This design comes from an exercise in tuning for small area, a short achievable clock period and few clock cycles per item on the open sky130 flow, not from production work. Function was checked by simulation only, so behaviour that the tests miss may differ from the original. Power figures rest on the tool's default switching activity, not on a simulated workload.

$ cat design/flow/run.sh
#!/bin/bash
# synth_recipe.tcl (not shown) runs the flow's synth.tcl, then flattens the netlist and writes it again
# the make line also repeats each setting of config.mk as NAME=value (left out here)
make -C /OpenROAD-flow-scripts/flow DESIGN_CONFIG=/design/flow/config.mk WORK_HOME=/design/flow/orfs CLKGATE_MAP_FILE= SYNTH_SCRIPT=/design/flow/synth_recipe.tcl finish
$ cat design/flow/config.mk
export PLATFORM = sky130hd
export DESIGN_NAME = hs_npu_cmd_scheduler
export DESIGN_NICKNAME = hs_npu_cmd_scheduler
export VERILOG_FILES = /design/flow/design.v
export SDC_FILE = /design/flow/constraint.sdc
export NUM_CORES = 4
export LEC_CHECK = 0
export CAP_MARGIN = 20
export CORE_MARGIN = 2
export CORE_UTILIZATION = 40
export SLEW_MARGIN = 20
$ cat design/flow/constraint.sdc
create_clock -name core_clock -period 4.5 [get_ports {clk}]
set_input_delay 0.9000 -clock core_clock [delete_from_list [all_inputs] [get_ports {clk}]]
set_output_delay 0.9000 -clock core_clock [all_outputs]
set_load 0.01 [all_outputs]
$ cat design/flow/design.v
module hs_npu_cmd_scheduler #(
  parameter int unsigned NUM_CORES = 4,
  parameter int unsigned CMD_WIDTH = 256,
  parameter int unsigned CMD_DEPTH = 8,
  parameter int unsigned CNT_W     = $clog2(CMD_DEPTH + 1)
) (
  input  logic                  clk,
  input  logic                  rst_n,
  input  logic                  cmd_valid_i,
  output logic                  cmd_ready_o,
  input  logic [CMD_WIDTH-1:0]  cmd_data_i,
  input  logic                  cmd_barrier_i,
  input  logic                  flush_i,
  output logic [NUM_CORES-1:0]  core_exec_valid_o,
  input  logic [NUM_CORES-1:0]  core_exec_ready_i,
  output logic [CMD_WIDTH-1:0]  core_cmd_o,
  input  logic [NUM_CORES-1:0]  core_done_i,
  output logic [NUM_CORES-1:0]  core_busy_o,
  output logic [CNT_W-1:0]      queue_count_o,
  output logic [31:0]           completed_count_o,
  output logic                  idle_o,
  output logic                  err_o
);
  localparam int unsigned PTR_W = (CMD_DEPTH > 1) ? $clog2(CMD_DEPTH) : 1;
  localparam int unsigned GW    = (NUM_CORES > 1) ? $clog2(NUM_CORES) : 1;
  localparam int unsigned ENT_W = CMD_WIDTH + 1;
  localparam logic [1:0] S_IDLE    = 2'd0;
  localparam logic [1:0] S_ISSUE   = 2'd1;
  localparam logic [1:0] S_BARRIER = 2'd2;
  logic [ENT_W-1:0]     mem [CMD_DEPTH];
  logic [PTR_W-1:0]     wr_ptr, rd_ptr;
  logic [CNT_W-1:0]     count;
  logic [1:0]           state, state_nxt;
  logic [GW-1:0]        grant, last_grant, sel_idx;
  logic                 sel_found;
  logic [NUM_CORES-1:0] busy, grant_oh, done_ok, done_bad;
  logic [31:0]          done_cnt;
  logic [ENT_W-1:0]     head;
  logic                 full, empty, push, hs;
  int unsigned          cand;
  assign full      = (count == CNT_W'(CMD_DEPTH));
  assign empty     = (count == '0);
  assign push      = cmd_valid_i & cmd_ready_o;
  assign head      = mem[rd_ptr];
  assign grant_oh  = NUM_CORES'(1) << grant;
  assign hs        = (state == S_ISSUE) & |(core_exec_ready_i & grant_oh);
  assign done_ok   = core_done_i & busy;
  assign done_bad  = core_done_i & ~busy;
  assign cmd_ready_o       = ~full & ~flush_i;
  assign core_exec_valid_o = (state == S_ISSUE) ? grant_oh : '0;
  assign core_cmd_o        = (state == S_ISSUE) ? head[CMD_WIDTH-1:0] : '0;
  assign core_busy_o       = busy;
  assign queue_count_o     = count;
  assign idle_o            = empty & ~|busy & (state == S_IDLE);
  always_comb begin
    sel_found = 1'b0;
    sel_idx   = '0;
    cand      = 0;
    for (int i = 0; i < int'(NUM_CORES); i++) begin
      cand = int'(last_grant) + i + 1;
      if (cand >= NUM_CORES) cand = cand - NUM_CORES;
      if (!sel_found && !busy[GW'(cand)]) begin
        sel_found = 1'b1;
        sel_idx   = GW'(cand);
      end
    end
  end
  always_comb begin
    done_cnt = '0;
    for (int k = 0; k < int'(NUM_CORES); k++) begin
      done_cnt = done_cnt + 32'(done_ok[k]);
    end
  end
  always_ff @(posedge clk) begin
    if (!rst_n) state <= S_IDLE;
    else        state <= state_nxt;
  end
  always_comb begin
    state_nxt = state;
    case (state)
      S_IDLE: begin
        if (!flush_i && !empty) begin
          if (head[CMD_WIDTH] && |busy) state_nxt = S_BARRIER;
          else if (sel_found)           state_nxt = S_ISSUE;
        end
      end
      S_ISSUE: begin
        if (hs) state_nxt = S_IDLE;
      end
      S_BARRIER: begin
        if (flush_i || ((busy & ~core_done_i) == '0)) state_nxt = S_IDLE;
      end
      default: state_nxt = S_IDLE;
    endcase
  end
  always_ff @(posedge clk) begin
    if (!rst_n) begin
      grant      <= '0;
      last_grant <= GW'(NUM_CORES - 1);
    end else begin
      if (state == S_IDLE && state_nxt == S_ISSUE) grant <= sel_idx;
      if (hs) last_grant <= grant;
    end
  end
  always_ff @(posedge clk) begin
    if (push) mem[wr_ptr] <= {cmd_barrier_i, cmd_data_i};
  end
  always_ff @(posedge clk) begin
    if (!rst_n) begin
      wr_ptr <= '0;
      rd_ptr <= '0;
      count  <= '0;
    end else if (flush_i && state != S_ISSUE) begin
      rd_ptr <= wr_ptr;
      count  <= '0;
    end else if (flush_i) begin
      wr_ptr <= rd_ptr + PTR_W'(1);
      if (hs) begin
        rd_ptr <= rd_ptr + PTR_W'(1);
        count  <= '0;
      end else begin
        count  <= CNT_W'(1);
      end
    end else begin
      if (push) wr_ptr <= wr_ptr + PTR_W'(1);
      if (hs)   rd_ptr <= rd_ptr + PTR_W'(1);
      case ({push, hs})
        2'b10:   count <= count + CNT_W'(1);
        2'b01:   count <= count - CNT_W'(1);
        default: count <= count;
      endcase
    end
  end
  always_ff @(posedge clk) begin
    if (!rst_n) begin
      busy              <= '0;
      completed_count_o <= '0;
      err_o             <= 1'b0;
    end else begin
      busy              <= (busy & ~core_done_i) | (hs ? grant_oh : '0);
      completed_count_o <= completed_count_o + done_cnt;
      if (|done_bad) err_o <= 1'b1;
    end
  end
endmodule
==> impl_metrics.yaml, run 1 <==
run_status:
  outcome: "finished clean"
synth:
  ys.warnings.count: 1
  mappedNetlistArea_um2: 80200
  yosys-top-cells-area: "edfxtp_1 77%, mux4_2 14%, nand2_1 2.5%, a21oi_1 1.7%, dfxtp_1 1.4%"
  netlist.top_cell.by_area: "edfxtp_1"
  synth-async-reset-ratio_pct: 0
  ys.flop_type: "edfxtp_1"
  synth.ff_latch_count: 2112
  yosysSeqAreaShare_pct: 78.3
  post_synth.cell_area_avg_um2: 20.7
  post-synth-top-area-fraction_pct: 76.9
  post_synth_inst_count: 3882
  post-synth-top-count-cell: "edfxtp_1"
  syn_nets: 4160
  netlist-cell-type-count: 53
  number_of_enable_type_register_cells_in_the_synthesized_netlist: 2056
  synthTopCellsByCount: "2056 x edfxtp_1, 541 x nand2_1, 513 x mux4_2"
critical_path:
  timing.critical_path.fanout_max: 44
  critPathCaptureType: "output pin"
  setup.worst_path.class: "reg2out"
  crit_path_max_incr_delay_ns: 0.65
  cp_num_buf_inv: 3
  cp-start-kind: "register"
  crit_family: "buffers and inverters"
  critPathArrivalTime_ns: 3.47
  reg2reg_setup_slack_ns: 1.26
  worst-path-stages: 5
  worst-endpoint-required_ns: 3.60
  crit_chain: "nand2b_4 > buf_12 > buf_4 > a21oi_1 > clkdlybuf4s50_1"
  worst-r2r-cell-count: 10
  crit_path_top_delay_cell: "nand2b_4"
clocking:
  cts.sink_count: 2112
  clock_tree.htree_level_count: 4
  tritoncts: "built"
  numCtsBuffers: 211
  clock_pin_slew_on_the_worst_setup_and_hold_paths_ns: 0.06
  clock_insertion_delay_worst_skew_ns: 0.85
  maximum_clock_insertion_buffer_count: 3
  cts_root_buffer: "clkbuf_16"
detailed_routing:
  detail_route.iter0.violations: 3246
  via_count: 40100
  drc: 0
  post_drt_via_cell_ratio: 5.35
  antenna_violating_nets_post_route: 0
  drt-pass1-iter-count: 6
  wl_per_cell_um: 25.5
  finalWirelength_um: 191000
placement:
  placed_cell_area_um2: 90700
  routabilityCongestion: 0.754
  hpwlAfterDp_um: 116000
  placement.io_buffers: 571
  place.detailed.instances: 7080
cells_and_area:
  multi_input_comb_area_um2: 16500
  ff_latch_area_um2: 62900
  post-route-cell-area_um2: 97500
  finish.cell_count_without_fillers: 7493
  share_of_final_layout_standard_cells_stronger_than_drive_strength_1_pct: 21.3
  fill_cells: 16300
  flow.area_growth_from_synthesis_pct: 21.5
  layout.nets: 4921
grt:
  gr-total-overflow: 0
  grt_usage_pct: 18.6
  first_pass_grt_wire_length_um: 281000
  grt_max_degree: 126
  first_global_vias: 41500
  antenna_found_initial: 39
job:
  max-cap-violations: 0
floorplanning:
  die-width_um: 452
  placeableCoreArea_um2: 200000
  fp.dieH_um: 452
  die-area_um2: 204000
  rows: 164
  io_pins: 572
  initial_utilization_pct: 40.2
power_and_ir_drop:
  powerDensity_nw_per_um2: 424
  maximum_vdd_drop_mv: 0.376
  power.total_w: 0.0414
  static-leakage-power_nw: 30.3
sta:
  timing_worst_slew_pin_value_ns: 1.11
  final.period_utilization_pct: 97.0
  fmaxAchievable_mhz: 229
  maxSlewViolCount: 0
  worst_slew_margin_rel_pct: 26.3
  setup_viol: 0
  number_of_hold_violations_in_the_final_report: 0
  final.setup_skew_ns: 0.0376
  rsz0062_at_grt: "false"
  shortest_period_the_worst_path_allows_ns: 4.37
hold_path:
  hold-path-cell-count: 2
  worst_hold_path_type: "reg2reg"
==> stage by stage <==
step            TNS, ns  setup WS (ns)  util [%]  hold slack (ns)
6_report              0          0.133      48.8            0.476
5_1_grt               0         0.0113      48.8            0.505
4_1_cts               0         0.0251      48.8            0.473
3_5_place_dp          0          0.360      45.4            0.464
3_3_place_gp          0          0.392      45.4            0.467
2_1_floorplan  -9450.64          -5.64         -            0.436
==> path summary, 6_finish.rpt <==
kind | start | to
worst min register to register | rd_ptr[1] | register
worst max register to register | busy[2] | completed_count_o[12]
worst max-delay path | state[1] | core_cmd_o[11]
worst min-delay path | rd_ptr[1] | register
==> report_power, final <==
| group | internal, W | switching, W |
|---|---|---|
| Combinational | 0.00117 | 0.00134 |
| Sequential | 0.0219 | 0.0000878 |
| Clock | 0.00940 | 0.00745 |
==> layout make-up <==
class                           count  share of cell area (%)
Sequential cell                  2112                    64.5
Multi-Input combinational cell   1538                    17.0
Timing Repair Buffer              767                    8.24
Clock buffer                      255                    5.64
Tap cell                         2656                    3.41
Clock inverter                    139                    1.16
Inverter                           13                  0.0578
Antenna cell                       13                  0.0334
==> registers in the layout, summed over array words and instances, names as in the netlist, named ones only <==
| signal | cells |
|---|---|
| mem | 2056 |
| completed_count_o | 32 |
| busy | 4 |
| count | 4 |
| rd_ptr | 3 |
| wr_ptr | 3 |
| grant | 2 |
| last_grant | 2 |
| state | 2 |
| err_o | 1 |
==> worst min-delay path: stages (launching register included) <==
cell	delay, ns
dfxtp_1	0.31
nand2_1	0.05
a21oi_1	0.07
==> cells in the final DEF (no fill, tap or decap), types with 4 or more instances in the layout <==
| cell | netlist | layout |
|---|---|---|
| edfxtp_1 | 2056 | 2056 |
| clkdlybuf4s50_1 | 0 | 571 |
| nand2_1 | 541 | 541 |
| mux4_2 | 513 | 513 |
| a21oi_1 | 273 | 273 |
| clkbuf_16 | 0 | 212 |
| buf_4 | 1 | 127 |
| buf_12 | 0 | 67 |
| clkinv_1 | 1 | 57 |
| dfxtp_1 | 56 | 53 |
| nor2_1 | 44 | 43 |
| clkinv_2 | 0 | 43 |
| clkbuf_1 | 107 | 40 |
| xor2_1 | 21 | 21 |
| nand3_1 | 19 | 19 |
| nand4_1 | 15 | 15 |
| diode_2 | 0 | 13 |
| inv_1 | 12 | 12 |
| bufinv_16 | 0 | 12 |
| xnor2_1 | 9 | 9 |
| clkinvlp_4 | 0 | 9 |
| nor3_1 | 10 | 8 |
| and2_1 | 7 | 7 |
| o21ai_0 | 7 | 7 |
| or3_1 | 6 | 6 |
| mux2i_1 | 6 | 6 |
| inv_6 | 0 | 6 |
| and3_1 | 5 | 5 |
| nand2b_1 | 6 | 5 |
| ha_1 | 5 | 5 |
| nor4_1 | 5 | 4 |
| o21a_1 | 4 | 4 |
| fa_1 | 4 | 4 |
==> cell families after synthesis <==
group                    Yosys count  share of synthesized area, %
adder cells (fa/ha/maj)            9                         0.178
buffers and inverters            232                          1.21
AND/OR/NAND/NOR                  676                          3.44
flip-flops                      2112                          78.3
XOR/XNOR                          31                         0.355
multiplexers                     521                          14.5
AO/OA/AOI/OAI                    301                          1.99
==> per-layer routing <==
layer  GRT usage [%]  routed length [um]  part of all wire [%]
met5               0                 247                  0.13
met4            5.79                5530                   2.9
met3            4.00               11100                   5.8
met2            30.2               93900                    49
met1            25.1               80100                    42
==> what timing repair did <==
item | in CTS | in global routing
hold buffers | 0 | 0
buffers inserted | 6 | 0
endpoints found under the setup margin | 136 | 0
gates resized for setup | 2 | 0
Testbench counts, summed over its fixed seeds: cycles 6,149, items 2,400.
==> run 2: changes to the inputs <==
==> design/flow/design.v (replaced) <==
module hs_npu_cmd_scheduler #(
  parameter int unsigned NUM_CORES = 4,
  parameter int unsigned CMD_WIDTH = 256,
  parameter int unsigned CMD_DEPTH = 8,
  parameter int unsigned CNT_W     = $clog2(CMD_DEPTH + 1)
) (
  input  logic                  clk,
  input  logic                  rst_n,
  input  logic                  cmd_valid_i,
  output logic                  cmd_ready_o,
  input  logic [CMD_WIDTH-1:0]  cmd_data_i,
  input  logic                  cmd_barrier_i,
  input  logic                  flush_i,
  output logic [NUM_CORES-1:0]  core_exec_valid_o,
  input  logic [NUM_CORES-1:0]  core_exec_ready_i,
  output logic [CMD_WIDTH-1:0]  core_cmd_o,
  input  logic [NUM_CORES-1:0]  core_done_i,
  output logic [NUM_CORES-1:0]  core_busy_o,
  output logic [CNT_W-1:0]      queue_count_o,
  output logic [31:0]           completed_count_o,
  output logic                  idle_o,
  output logic                  err_o
);
  logic [CMD_WIDTH-1:0] mem     [CMD_DEPTH];
  logic [CMD_DEPTH-1:0] mem_bar;
  logic [CMD_DEPTH-1:0] rd_oh, wr_oh;
  logic [CNT_W-1:0]     count;
  logic [NUM_CORES-1:0] busy, pend, pick, valid, done_ok;
  logic                 full, empty, push, hs, head_bar, elig;
  logic [CMD_WIDTH-1:0] head;
  logic [31:0]          done_cnt;
  assign full  = (count == CNT_W'(CMD_DEPTH));
  assign empty = (count == '0);
  assign push  = cmd_valid_i & ~full & ~flush_i;
  assign cmd_ready_o   = ~full & ~flush_i;
  assign core_busy_o   = busy;
  assign queue_count_o = count;
  assign idle_o        = empty & ~|busy;
  always_comb begin
    head     = '0;
    head_bar = 1'b0;
    for (int i = 0; i < int'(CMD_DEPTH); i++) begin
      head     = head | (mem[i] & {CMD_WIDTH{rd_oh[i]}});
      head_bar = head_bar | (mem_bar[i] & rd_oh[i]);
    end
  end
  assign elig = ~empty & (head_bar ? ~|busy : ~&busy);
  logic [NUM_CORES-1:0] pick_rdy, pick_any;
  always_comb begin
    pick_rdy = '0;
    pick_any = '0;
    for (int i = int'(NUM_CORES) - 1; i >= 0; i--) begin
      if (!busy[i]) pick_any = NUM_CORES'(1) << i;
      if (!busy[i] && core_exec_ready_i[i]) pick_rdy = NUM_CORES'(1) << i;
    end
    pick = (pick_rdy != '0) ? pick_rdy : pick_any;
  end
  assign valid = (pend != '0) ? pend : (elig ? pick : '0);
  assign hs    = |(valid & core_exec_ready_i);
  assign core_exec_valid_o = valid;
  assign core_cmd_o        = elig ? head : '0;
  always_ff @(posedge clk) begin
    if (!rst_n) pend <= '0;
    else        pend <= hs ? '0 : valid;
  end
  always_ff @(posedge clk) begin
    for (int i = 0; i < int'(CMD_DEPTH); i++) begin
      if (wr_oh[i] && !full) begin
        mem[i]     <= cmd_data_i;
        mem_bar[i] <= cmd_barrier_i;
      end
    end
  end
  logic [CMD_DEPTH-1:0] rd_nx, wr_nx;
  assign rd_nx = {rd_oh[CMD_DEPTH-2:0], rd_oh[CMD_DEPTH-1]};
  assign wr_nx = {wr_oh[CMD_DEPTH-2:0], wr_oh[CMD_DEPTH-1]};
  always_ff @(posedge clk) begin
    if (!rst_n) begin
      rd_oh <= CMD_DEPTH'(1);
      wr_oh <= CMD_DEPTH'(1);
      count <= '0;
    end else if (flush_i) begin
      if (valid != '0) begin
        wr_oh <= rd_nx;
        if (hs) begin
          rd_oh <= rd_nx;
          count <= '0;
        end else begin
          count <= CNT_W'(1);
        end
      end else begin
        wr_oh <= rd_oh;
        count <= '0;
      end
    end else begin
      if (push) wr_oh <= wr_nx;
      if (hs)   rd_oh <= rd_nx;
      case ({push, hs})
        2'b10:   count <= count + CNT_W'(1);
        2'b01:   count <= count - CNT_W'(1);
        default: count <= count;
      endcase
    end
  end
  assign done_ok = core_done_i & busy;
  always_comb begin
    done_cnt = '0;
    for (int k = 0; k < int'(NUM_CORES); k++) begin
      done_cnt = done_cnt + 32'(done_ok[k]);
    end
  end
  always_ff @(posedge clk) begin
    if (!rst_n) begin
      busy              <= '0;
      completed_count_o <= '0;
      err_o             <= 1'b0;
    end else begin
      busy              <= (busy & ~core_done_i) | (valid & core_exec_ready_i);
      completed_count_o <= completed_count_o + done_cnt;
      if (|(core_done_i & ~busy)) err_o <= 1'b1;
    end
  end
endmodule
==> impl_metrics.yaml, run 2 <==
floorplanning:
  placeableCoreArea_um2: 190000
  initial_utilization_pct: 40.1
  io_pins: 572
  die-width_um: 440
  die-area_um2: 194000
  rows: 160
  fp.dieH_um: 440
synth:
  mappedNetlistArea_um2: 76000
  number_of_enable_type_register_cells_in_the_synthesized_netlist: 2056
  synth-async-reset-ratio_pct: 0
  post-synth-top-count-cell: "edfxtp_1"
  post_synth_inst_count: 4010
  yosysSeqAreaShare_pct: 82.8
  post-synth-top-area-fraction_pct: 81.2
  ys.flop_type: "edfxtp_1"
  synth.ff_latch_count: 2117
  netlist.top_cell.by_area: "edfxtp_1"
  netlist-cell-type-count: 63
  syn_nets: 4285
  yosys-top-cells-area: "edfxtp_1 81%, a22oi_1 5.1%, a221oi_1 3.0%, a22o_1 3.0%, a31oi_1 2.2%"
  ys.warnings.count: 2
  post_synth.cell_area_avg_um2: 19.0
  synthTopCellsByCount: "2056 x edfxtp_1, 518 x a22oi_1, 269 x clkbuf_1"
placement:
  placement.io_buffers: 571
  routabilityCongestion: 0.802
  hpwlAfterDp_um: 107000
detailed_routing:
  post_drt_via_cell_ratio: 5.85
  finalWirelength_um: 210000
  drt-pass1-iter-count: 5
  wl_per_cell_um: 28.7
  via_count: 42900
  detail_route.iter0.violations: 3476
  antenna_violating_nets_post_route: 0
  drc: 0
cells_and_area:
  share_of_final_layout_standard_cells_stronger_than_drive_strength_1_pct: 9.90
  largest_registers: "mem: 2048 flops, completed_count_o: 32 flops"
  layout.cells.most_common: "edfxtp_1"
  final_cell_mix: "2056 x edfxtp_1, 528 x clkdlybuf4s50_1, 517 x a22oi_1"
  fill_cells: 15600
  ff_latch_area_um2: 63000
  multi_input_comb_area_um2: 12100
  flow.area_growth_from_synthesis_pct: 22.1
  largest-register: "mem"
  largest_register_ff_count: 2048
  layout.nets: 4908
clocking:
  maximum_clock_insertion_buffer_count: 3
  clock_insertion_delay_worst_skew_ns: 0.87
  cts.sink_count: 2117
  tritoncts: "built"
  clock_tree.htree_level_count: 4
  numCtsBuffers: 210
  clock_pin_slew_on_the_worst_setup_and_hold_paths_ns: 0.06
  cts_root_buffer: "clkbuf_16"
critical_path:
  critPathArrivalTime_ns: 3.61
  cp-start-kind: "register"
  crit_path_max_incr_delay_ns: 0.59
  worst-endpoint-required_ns: 3.60
  setup.worst_path.class: "reg2out"
  crit_path_top_delay_cell: "clkdlybuf4s50_1"
  timing.critical_path.fanout_max: 106
  critPathCaptureType: "output pin"
  crit_chain: "buf_16 > buf_6 > a22o_1 > a221oi_1 > a31oi_1 > clkdlybuf4s50_1"
sta:
  holdWs_ns: 0.487
  worst_slew_margin_rel_pct: -5.99
  shortest_period_the_worst_path_allows_ns: 4.51
  setup_viol: 1
  maxSlewViolCount: 35
  timing_worst_slew_pin_value_ns: 1.59
  fin_tns_setup_ns: -0.00773
  number_of_hold_violations_in_the_final_report: 0
  rsz0062_at_grt: "true"
  final.setup_skew_ns: 0.0383
  fmaxAchievable_mhz: 222
  final.period_utilization_pct: 100
  post-route-worst-setup-slack_ns: -0.00773
grt:
  gr-total-overflow: 0
  grt_usage_pct: 21.2
  first_global_vias: 42500
  grt_max_degree: 137
  antenna_found_initial: 42
  first_pass_grt_wire_length_um: 302000
power_and_ir_drop:
  static-leakage-power_nw: 29.3
  power_frac_seq_pct: 40.3
  comb_power_share_pct: 32.6
  maximum_vdd_drop_mv: 0.594
  netSwitchingFraction_pct: 32.4
  switching_power_w: 0.0210
  power.clock.fraction_pct: 27.0
  powerDensity_nw_per_um2: 698
  internal_power_w: 0.0438
run_status:
  outcome: "finished with violations"
  check-failures: "slew limit, setup timing"
hold_path:
  worst_hold_path_type: "reg2reg"
job:
  max-cap-violations: 0
run 2: cell types whose count changed after synthesis, sizes merged, moves of 6 or more:
cell    before  now
a21oi      273   20
a221oi       0  258
a22o         0  257
a22oi        1  518
a31oi        2  265
buf        112   11
clkbuf     107  269
mux4       513    0
nand2      541   56
nor2b        2   14
o21ai        7   13
o31ai        0    7
run 2: repair_timing:
action	4_1_cts	5_1_grt
resized for setup	30	58
pin swaps	1	0
cloned	4	1
hold buffers	0	0
setup buffers	2	2
endpoints found under the setup margin	224	107
run 2: path summary, 6_finish.rpt:
check | slack [ns] | cells past startpoint | startpoint | end
setup / recovery | -0.008 | 6 | rd_oh[2] | core_cmd_o[179]
hold / removal | 0.49 | 1 | err_o | err_o
hold reg to reg | 0.49 | 1 | err_o | err_o
setup reg to reg | 1.13 | 14 | busy[2] | completed_count_o[28]
run 2: worst max-delay path: cells and delay by family (launching register included):
kind                   cells  cell delay [ns]
flip-flops                 1             0.39
AO/OA/AOI/OAI              3             0.55
buffers and inverters      3             1.37
run 2: layout make-up:
cell class / instances / share of cell area (%)
Antenna cell: 18 / 0.0485
Inverter: 14 / 0.0566
Multi-Input combinational cell: 1599 / 13.0
Clock buffer: 246 / 5.81
Sequential cell: 2117 / 67.9
Clock inverter: 141 / 1.70
Timing Repair Buffer: 691 / 8.10
Tap cell: 2511 / 3.38
run 2: cells by family (layout without fill, tap and decap cells):
logic type | count (synthesis) | in the layout | share of synthesized area (%)
compound gates | 1362 | 1362 | 13.8
xor+xnor | 28 | 28 | 0.323
fa+ha+maj | 6 | 6 | 0.128
buf+inv | 294 | 1092 | 1.47
flops | 2117 | 2117 | 82.8
mux | 2 | 2 | 0.0263
other cells | 0 | 18 | 0
simple gates | 201 | 201 | 1.37
run 2: per-stage QoR:
| stage | instances | power (W) | utilization (%) | setup slack [ns] | area [um2] |
|---|---|---|---|---|---|
| after global routing | 7336 | 0.0671 | 49.0 | -0.0168 | 92800 |
| after CTS | 7316 | 0.0651 | 48.8 | -0.0523 | 92600 |
| after detailed placement | 6923 | 0.0467 | 45.0 | 0.273 | 85400 |
| after floorplan | 4010 | 0.0353 | - | -0.433 | 76100 |
| after global placement | 6923 | 0.0466 | 45.0 | 0.223 | 85400 |
| final | 7337 | 0.0647 | 49.0 | -0.00773 | 92800 |
run 2: power by group through the flow:
stage               Combinational, W  Clock (W)  Sequential (W)
floorplan                    0.00851          0          0.0267
global placement              0.0202          0          0.0264
detailed placement            0.0202          0          0.0265
CTS                           0.0212     0.0178          0.0261
global route                  0.0222     0.0186          0.0264
finish                        0.0211     0.0175          0.0261
run 2: routing by layer:
layer	share of wire, %	vias up	GRT usage (%)
met5	0.062	-	0
met4	2.8	20	6.88
met3	5.9	328	3.72
met2	49	1470	35.4
met1	42	22700	28.2
li1	-	18400	-
Testbench counts of run 2, summed over its fixed seeds: cycles 4,315, items 2,400.

## static timing again, ports no longer ideal
The results above use ideal ports. As a check the final layouts listed here were re-extracted and re-timed, cells and wires unchanged.
Step 1 sets driving cells, clkbuf_16 on the clock port and buf_2 on the other inputs (assumed; they add their load-dependent delay and slew).
Step 2 adds t to the input delays and takes it off the output delays; t is the mean of the earliest and latest rising clock arrival at the registers after step 1. Input paths then give back, and output paths get back, about the clock's delay inside the block.
Slacks: ideal / step 1 / step 2; pairs: ideal / step 1.
run | t (ns) | setup WS [ns] | worst hold slack (ns)
run 1 | 0.913 | 0.133 / 0.051 / 0.394 | 0.476 / 0.476 / 0.476
run 2 | 0.923 | -0.008 / -0.090 / 0.271 | 0.487 / 0.487 / 0.487
